Background: an optimization exercise with open tools, aiming at small area and few clock cycles. Do not read the settings as production practice. In this exercise RTL edits were held to simulation tests only and were not proved equivalent to the original. Power is estimated from default activity; no workload was simulated.

==> design/flow/design.v <==
module mktd_classify (
  input  logic [23:0] duration_i,
  input  logic [23:0] dot_time_i,
  input  logic [23:0] dash_time_i,
  input  logic [23:0] leniency_i,
  output logic [3:0]  class_o
);
  logic [27:0] d, dot, dash, len, dot3, dot7, dl;
  logic        win_dot, win_dash, win_3, win_7;
  assign d    = {4'd0, duration_i};
  assign dot  = {4'd0, dot_time_i};
  assign dash = {4'd0, dash_time_i};
  assign len  = {4'd0, leniency_i};
  assign dot3 = (dot << 1) + dot;
  assign dot7 = (dot << 3) - dot;
  assign dl   = d + len;
  assign win_dot  = (dl > dot)  && (d < (dot + len));
  assign win_dash = (dl > dash) && (d < (dash + len));
  assign win_3    = (dl > dot3) && (d < (dot3 + len));
  assign win_7    = (dl > dot7) && (d < (dot7 + len));
  assign class_o[3] = win_3;
  assign class_o[2] = win_7 && !win_3;
  assign class_o[1] = win_dot;
  assign class_o[0] = win_dash && !win_dot;
endmodule
module mktd_decode #(
  parameter int MAX_SYMBOLS = 4
) (
  input  logic       clk_i,
  input  logic       rst_ni,
  input  logic       valid_i,
  input  logic [1:0] func_i,
  input  logic [3:0] class_i,
  output logic [1:0] wr_cnt_o,
  output logic [9:0] wr0_o,
  output logic [9:0] wr1_o
);
  localparam int CNT_W = $clog2(MAX_SYMBOLS + 1);
  localparam logic [1:0] F_PRESS   = 2'd0;
  localparam logic [1:0] F_RELEASE = 2'd1;
  localparam logic [1:0] F_SEND    = 2'd2;
  logic [3:0]       pattern_q, pattern_d;
  logic [CNT_W-1:0] count_q, count_d;
  logic             ovf_q, ovf_d;
  logic             pending;
  logic             hit;
  logic [6:0]       letter;
  logic [9:0]       letter_res;
  logic [9:0]       space_res;
  logic             c_letter_gap, c_word_gap, c_is_dot, c_is_dash;
  assign c_letter_gap = class_i[3];
  assign c_word_gap   = class_i[2];
  assign c_is_dot     = class_i[1];
  assign c_is_dash    = class_i[0];
  assign pending = (count_q != '0) || ovf_q;
  always_comb begin
    hit    = 1'b1;
    letter = 7'd0;
    case ({4'(count_q), pattern_q})
      8'h22: letter = 7'd65;   
      8'h41: letter = 7'd66;   
      8'h45: letter = 7'd67;   
      8'h31: letter = 7'd68;   
      8'h10: letter = 7'd69;   
      8'h44: letter = 7'd70;   
      8'h33: letter = 7'd71;   
      8'h40: letter = 7'd72;   
      8'h20: letter = 7'd73;   
      8'h4E: letter = 7'd74;   
      8'h35: letter = 7'd75;   
      8'h42: letter = 7'd76;   
      8'h23: letter = 7'd77;   
      8'h21: letter = 7'd78;   
      8'h37: letter = 7'd79;   
      8'h46: letter = 7'd80;   
      8'h4B: letter = 7'd81;   
      8'h32: letter = 7'd82;   
      8'h30: letter = 7'd83;   
      8'h11: letter = 7'd84;   
      8'h34: letter = 7'd85;   
      8'h48: letter = 7'd86;   
      8'h36: letter = 7'd87;   
      8'h49: letter = 7'd88;   
      8'h4D: letter = 7'd89;   
      8'h43: letter = 7'd90;   
      default: hit = 1'b0;
    endcase
  end
  always_comb begin
    letter_res = '0;
    if (!pending) begin
      letter_res[9:3] = 7'd0;
    end else if (ovf_q || !hit) begin
      letter_res[9:3] = 7'd0;
      letter_res[2]   = 1'b1;
    end else begin
      letter_res[9:3] = letter;
    end
    space_res = {7'd32, 3'b000};
  end
  always_comb begin
    pattern_d = pattern_q;
    count_d   = count_q;
    ovf_d     = ovf_q;
    wr_cnt_o  = 2'd0;
    wr0_o     = letter_res;
    wr1_o     = space_res;
    if (valid_i) begin
      case (func_i)
        F_PRESS: begin
          if (c_letter_gap || c_word_gap) begin
            pattern_d = '0;
            count_d   = '0;
            ovf_d     = 1'b0;
            if (c_letter_gap) begin
              wr_cnt_o = pending ? 2'd1 : 2'd0;
            end else if (pending) begin
              wr_cnt_o = 2'd2;
            end else begin
              wr_cnt_o = 2'd1;
              wr0_o    = space_res;
            end
          end
        end
        F_RELEASE: begin
          if (c_is_dot || c_is_dash) begin
            if (count_q < CNT_W'(MAX_SYMBOLS)) begin
              if (c_is_dash && (count_q < CNT_W'(4))) begin
                pattern_d[count_q[1:0]] = 1'b1;
              end
              count_d = count_q + 1'b1;
            end else begin
              ovf_d = 1'b1;
            end
          end
        end
        F_SEND: begin
          wr_cnt_o  = 2'd1;
          wr0_o[1]  = 1'b1;
          pattern_d = '0;
          count_d   = '0;
          ovf_d     = 1'b0;
        end
        default: ;
      endcase
    end
    wr0_o[0] = (wr_cnt_o == 2'd1);
    wr1_o[0] = 1'b1;
  end
  always_ff @(posedge clk_i or negedge rst_ni) begin
    if (!rst_ni) begin
      pattern_q <= '0;
      count_q   <= '0;
      ovf_q     <= 1'b0;
    end else begin
      pattern_q <= pattern_d;
      count_q   <= count_d;
      ovf_q     <= ovf_d;
    end
  end
endmodule
module mktd_result_fifo (
  input  logic       clk_i,
  input  logic       rst_ni,
  input  logic [1:0] wr_cnt_i,
  input  logic [9:0] wr0_i,
  input  logic [9:0] wr1_i,
  output logic       room_o,
  output logic       out_valid_o,
  input  logic       out_stall_i,
  output logic [9:0] out_o
);
  logic [9:0] mem_q [4];
  logic [1:0] wptr_q, wptr_d, rptr_q, rptr_d;
  logic [2:0] count_q, count_d;
  logic       pop;
  logic [1:0] wptr_1;
  assign out_valid_o = (count_q != '0);
  assign out_o       = mem_q[rptr_q];
  assign pop         = out_valid_o && !out_stall_i;
  assign room_o      = (count_q <= 3'd2);
  assign wptr_1      = wptr_q + 1'b1;
  assign wptr_d  = wptr_q + wr_cnt_i;
  assign rptr_d  = rptr_q + 2'(pop);
  assign count_d = count_q + 3'(wr_cnt_i) - 3'(pop);
  always_ff @(posedge clk_i) begin
    if (wr_cnt_i != 2'd0) begin
      mem_q[wptr_q] <= wr0_i;
    end
    if (wr_cnt_i == 2'd2) begin
      mem_q[wptr_1] <= wr1_i;
    end
  end
  always_ff @(posedge clk_i or negedge rst_ni) begin
    if (!rst_ni) begin
      wptr_q  <= '0;
      rptr_q  <= '0;
      count_q <= '0;
    end else begin
      wptr_q  <= wptr_d;
      rptr_q  <= rptr_d;
      count_q <= count_d;
    end
  end
endmodule
module morse_key_timing_decoder #(
  parameter int MAX_SYMBOLS = 4
) (
  input  logic        clk_i,
  input  logic        rst_ni,
  input  logic        in_valid_i,
  output logic        in_stall_o,
  input  logic [1:0]  func_i,
  input  logic [23:0] duration_us_i,
  output logic        out_valid_o,
  input  logic        out_stall_i,
  output logic [6:0]  character_o,
  output logic        unmatched_o,
  output logic        end_of_message_o,
  output logic        last_o,
  input  logic        cfg_valid_i,
  output logic        cfg_ready_o,
  input  logic [1:0]  cfg_index_i,
  input  logic [23:0] cfg_data_i
);
  localparam logic [23:0] DOT_TIME_RST  = 24'd1000000;
  localparam logic [23:0] DASH_TIME_RST = 24'd3000000;
  localparam logic [23:0] LENIENCY_RST  = 24'd500000;
  logic [23:0] dot_time_q, dash_time_q, leniency_q;
  logic        in_vld_q, in_vld_d;
  logic [1:0]  func_q;
  logic [23:0] dur_q;
  logic        in_accept, advance, room;
  logic [3:0]  cls;
  logic [1:0]  wr_cnt;
  logic [9:0]  wr0, wr1, res;
  assign cfg_ready_o = 1'b1;
  always_ff @(posedge clk_i or negedge rst_ni) begin
    if (!rst_ni) begin
      dot_time_q  <= DOT_TIME_RST;
      dash_time_q <= DASH_TIME_RST;
      leniency_q  <= LENIENCY_RST;
    end else if (cfg_valid_i) begin
      case (cfg_index_i)
        2'd0: dot_time_q  <= cfg_data_i;
        2'd1: dash_time_q <= cfg_data_i;
        2'd2: leniency_q  <= cfg_data_i;
        default: ;
      endcase
    end
  end
  assign advance    = in_vld_q && room;
  assign in_stall_o = in_vld_q && !room;
  assign in_accept  = in_valid_i && !in_stall_o;
  assign in_vld_d   = in_accept ? 1'b1 : (advance ? 1'b0 : in_vld_q);
  always_ff @(posedge clk_i or negedge rst_ni) begin
    if (!rst_ni) begin
      in_vld_q <= 1'b0;
    end else begin
      in_vld_q <= in_vld_d;
    end
  end
  always_ff @(posedge clk_i) begin
    if (in_accept) begin
      func_q <= func_i;
      dur_q  <= duration_us_i;
    end
  end
  mktd_classify u_classify (
    .duration_i  (dur_q),
    .dot_time_i  (dot_time_q),
    .dash_time_i (dash_time_q),
    .leniency_i  (leniency_q),
    .class_o     (cls)
  );
  mktd_decode #(
    .MAX_SYMBOLS (MAX_SYMBOLS)
  ) u_decode (
    .clk_i    (clk_i),
    .rst_ni   (rst_ni),
    .valid_i  (advance),
    .func_i   (func_q),
    .class_i  (cls),
    .wr_cnt_o (wr_cnt),
    .wr0_o    (wr0),
    .wr1_o    (wr1)
  );
  mktd_result_fifo u_result_fifo (
    .clk_i       (clk_i),
    .rst_ni      (rst_ni),
    .wr_cnt_i    (wr_cnt),
    .wr0_i       (wr0),
    .wr1_i       (wr1),
    .room_o      (room),
    .out_valid_o (out_valid_o),
    .out_stall_i (out_stall_i),
    .out_o       (res)
  );
  assign character_o      = res[9:3];
  assign unmatched_o      = res[2];
  assign end_of_message_o = res[1];
  assign last_o           = res[0];
endmodule
==> design/flow/run.sh <==
#!/bin/bash
# synth_recipe.tcl (not shown) runs the flow's synth.tcl, then flattens the netlist and writes it again
# the make line also repeats each setting of config.mk as NAME=value (left out here)
make -C /OpenROAD-flow-scripts/flow DESIGN_CONFIG=/design/flow/config.mk WORK_HOME=/design/flow/orfs CLKGATE_MAP_FILE= SYNTH_SCRIPT=/design/flow/synth_recipe.tcl finish
==> design/flow/config.mk <==
export PLATFORM = sky130hd
export DESIGN_NAME = morse_key_timing_decoder
export DESIGN_NICKNAME = morse_key_timing_decoder
export VERILOG_FILES = /design/flow/design.v
export SDC_FILE = /design/flow/constraint.sdc
export NUM_CORES = 4
export LEC_CHECK = 0
export CAP_MARGIN = 20
export CORE_MARGIN = 2
export CORE_UTILIZATION = 40
export SLEW_MARGIN = 20
==> design/flow/constraint.sdc <==
create_clock -name core_clock -period 10.0 [get_ports {clk_i}]
set_input_delay 2.0000 -clock core_clock [delete_from_list [all_inputs] [get_ports {clk_i}]]
set_output_delay 2.0000 -clock core_clock [all_outputs]
set_load 0.01 [all_outputs]
==> results.txt <==
[critical path, delay by kind of cell (launching register included)]
kind | cells | cell delay (ns)
AOI/OAI and AO/OA | 18 | 3.47
xor gates and xnor gates | 4 | 0.72
adders and majority gates | 7 | 2.17
buffers and inverters | 2 | 0.13
DFF | 1 | 0.47
and+or+nand+nor | 10 | 2.06
[cells by family after synthesis]
family / count (synthesis) / share of synthesized area [%]
AOI/OAI and AO/OA: 668 / 24.6
xor gates and xnor gates: 146 / 6.97
adders and majority gates: 378 / 26.0
buffers and inverters: 196 / 4.03
DFF: 154 / 20.8
muxes: 66 / 4.72
other: 1 / 0.0205
and+or+nand+nor: 477 / 12.8
[cell usage after synthesis, types with 14 or more instances]
library cell | instances | share of area, %
o21a_1 | 34 | 1.4
nor2b_1 | 24 | 0.82
nand2b_1 | 34 | 1.2
a21o_1 | 114 | 4.7
inv_1 | 165 | 3.4
nor2_1 | 113 | 2.3
o21ai_0 | 118 | 3.2
nand3_1 | 41 | 1.1
nor3_1 | 33 | 0.90
dfstp_2 | 24 | 3.4
mux2_2 | 49 | 3.0
and3_1 | 17 | 0.58
a31oi_1 | 17 | 0.58
o21bai_1 | 29 | 1.2
a32o_1 | 14 | 0.76
edfxtp_1 | 26 | 4.3
clkbuf_1 | 27 | 0.55
dfxtp_1 | 40 | 4.4
ha_1 | 372 | 25
a211oi_1 | 21 | 0.86
o211ai_1 | 14 | 0.57
xnor2_1 | 77 | 3.7
nand4_1 | 37 | 1.3
a21oi_1 | 165 | 4.5
xor2_1 | 69 | 3.3
dfrtp_1 | 64 | 8.7
nand2_1 | 126 | 2.6
[metrics by stage]
step	hold WS (ns)	total power, mW	cell area, um^2	instances
5_1_grt	0.467	8.19	20400	2765
3_5_place_dp	0.438	6.70	19700	2733
4_1_cts	0.449	7.45	20300	2765
2_1_floorplan	0.420	5.11	18300	2086
6_report	0.446	7.46	20400	2765
3_3_place_gp	0.427	6.54	19700	2733
[power groups by stage]
stage / Clock [mW] / Sequential, mW / Combinational (mW)
final: 0.712 / 1.13 / 5.62
after global routing: 0.753 / 1.16 / 6.28
after CTS: 0.732 / 1.13 / 5.59
after detailed placement: 0 / 1.14 / 5.56
after global placement: 0 / 1.13 / 5.41
after floorplan: 0 / 0.957 / 4.15
[state kept, by name (all words and copies together), names as in the netlist, 3 cells and up]
name                   cells
u_result_fifo.mem_q       40
dash_time_q               24
dot_time_q                24
dur_q                     24
leniency_q                24
u_decode.pattern_q         4
u_decode.count_q           3
u_result_fifo.count_q      3
[metal layers]
layer | up-vias | track usage (%) | routed length (um)
li1 | 7908 | - | -
met1 | 7953 | 32.5 | 27400
met2 | 362 | 42.0 | 27300
met3 | 78 | 2.49 | 1970
met4 | 0 | 8.53 | 1550
met5 | - | 0 | 0
[worst max path at each step]
| stage | start | to | cells after the start |
|---|---|---|---|
| 3_3_place_gp | dot_time_q[1] | u_result_fifo.count_q[2] | 41 |
| 6_report | dot_time_q[1] | u_result_fifo.count_q[2] | 41 |
| 4_1_cts | dot_time_q[1] | u_result_fifo.count_q[2] | 41 |
| 3_5_place_dp | dot_time_q[1] | u_result_fifo.count_q[2] | 41 |
| 5_1_grt | dot_time_q[1] | u_result_fifo.count_q[2] | 41 |
| 2_1_floorplan | dot_time_q[1] | u_result_fifo.count_q[2] | 42 |
[cell type report]
type                    instances  share of cell area (%)
clock inverters                12                   0.738
inverters                     167                    3.08
clock buffers                  20                    2.35
flip-flops and latches        154                    18.7
multi-input cells            1736                    67.8
repair buffers                 76                    3.63
well taps                     600                    3.69
==> impl_metrics.csv <==
group,metric,value,unit
sta,relSlewSlack,27.6,%
clock_tree,path_clk_slew,0.07,ns
min_path,hold_path_depth,2,
power_and_ir_drop,p_leak,9.51,nW
routing,first_pass_iters,7,
clock_tree,ctsLongestPathBuffers,2,
die,die_height,218,um
routing,drc_errors,0,
clock_tree,cts_resized,0,
placement,preCtsSetupSlack,0.789,ns
power_and_ir_drop,pwr_density_cell,367,nW/um^2
sta,report.final.setup_viol,0,
die,core-area,45300,um^2
cells_and_area,antenna_cells,0,
cells_and_area,fillers,4399,
die,die_w,218,um
synthesis,syn_nets,2521,
clock_tree,cts_setup_buffers,0,
synthesis,ys.flop_type,"dfrtp_1",
cells_and_area,fin_nets,2587,
routing,wl_per_cell,21.1,um
global_route,grt_max_degree,51,
worst_setup_path,arrival,9.51,ns
die,die-area,47600,um^2
worst_setup_path,r2r-start,"dot_time_q[1]",
synthesis,yosysSeqAreaShare,20.8,%
placement,gp_congestion,0.923,
sta,rsz0062_at_grt,"no",
min_path,worstHoldStart,"u_result_fifo.mem_q[1][9]",
cells_and_area,drive_gt1_share,6.97,%
routing,detail-route-antenna-nets,0,
worst_setup_path,slowest_delay,0.55,ns
global_route,antenna_found_initial,0,
run_status,status,"no timing/DRC/antenna violations",
global_route,track_usage,24.7,%
sta,setup_ws,0.870,ns
power_and_ir_drop,clock_power_share,9.5,%
sta,fin_crit_sh,91.3,%
synthesis,netlist_area,18300,um^2
cells_and_area,mostFrequentLayoutCells,"372 x ha_1, 165 x inv_1, 165 x a21oi_1, 126 x nand2_1, 118 x o21ai_0",
synthesis,synth_warnings,3,
clock_tree,cts_htree_levels,4,
power_and_ir_drop,ir_drop,0.180,mV
clock_tree,clk_latency,0.50,ns
placement,io_buffer_count,68,
sta,finalSetupTns,0,ns
routing,via_per_inst,5.90,
placement,hpwl,48300,um
worst_setup_path,r2r-end,"u_result_fifo.count_q[2]",
synthesis,ys_ff_latch,154,
power_and_ir_drop,comb_power_share,75.3,%
clock_tree,cts_made_buffers,17,
routing,vias,16300,
die,initial_utilization,40.5,%
clock_tree,holdBufCountCts,0,
min_path,hold_path.class,"flip-flop to flip-flop",
worst_setup_path,cp_slowest_cell,"a2111oi_2",
sta,min_period,9.13,ns
cells_and_area,final_util,44.9,%
worst_setup_path,path_max_fanout,6,
clock_tree,cts-root-buf,"clkbuf_16",
sta,report.final.slew_viol_count,0,
routing,wl,58300,um
sta,finalHoldViolations,0,
flow_run,drv_cap,0,
synthesis,synth_edf_count,26,
global_route,gr-total-overflow,0,
synthesis,ys_types,89,
cells_and_area,final_common_cell,"ha_1",
worst_setup_path,reg2reg_slack,0.87,ns
worst_setup_path,crit_type,"flip-flop to flip-flop",
worst_setup_path,start_kind,"flip-flop",
global_route,grt_pass1_wl,89700,um
clock_tree,cts_sinks,154,
routing,drtIter0Drc,1322,
global_route,first_global_vias,16300,
power_and_ir_drop,p_int,3.60,mW
synthesis,syn_area_per_cell,8.79,um^2
cells_and_area,seq_area,3810,um^2
cells_and_area,multi_input_area,13800,um^2
power_and_ir_drop,p_switching,3.86,mW
die,fp-row-count,78,
sta,tightest_slew,1.06,ns
cells_and_area,area_delta_synth_final,11.0,%
power_and_ir_drop,p_sw_share,51.8,%
synthesis,async_flop_share,57.1,%
power_and_ir_drop,seqPwrFrac,15.2,%
sta,fmax,110,MHz
synthesis,syn_inst,2086,
worst_setup_path,r2r_cells,41,
die,ios,70,
worst_setup_path,cp-end-kind,"flip-flop",
clock_tree,cts_tree,"built",
sta,finClkSkew,0.0117,ns
min_path,min_to,"u_result_fifo.mem_q[1][9]",
worst_setup_path,required,10.38,ns
Testbench counts, summed over its fixed seeds: cycles 21,375.

static timing again, ports no longer ideal:
The flow's constraints put no driver on any port. The routed layout listed below was extracted and timed again, unchanged, in two steps.
Step 1 sets driving cells, clkbuf_16 on the clock port and buf_2 on the other inputs (assumed; they add their load-dependent delay and slew).
Step 2, shift: input delay + t, output delay - t, t = (earliest + latest rising clock arrival at the registers) / 2. This alone moves slack from input paths to output paths.
Slacks: ideal ports / drivers / drivers and shift; pairs: ideal ports / drivers.
t, ns: 0.541
slack for setup (ns): 0.870 / 0.870 / 0.870
hold slack, ns: 0.446 / 0.446 / 0.446
latest minus earliest clock arrival (ns): 0.012 / 0.012
After both steps this run still meets setup and hold. The setup slack of this run moves by 0.000 ns with the drivers and by 0.000 ns with both steps.
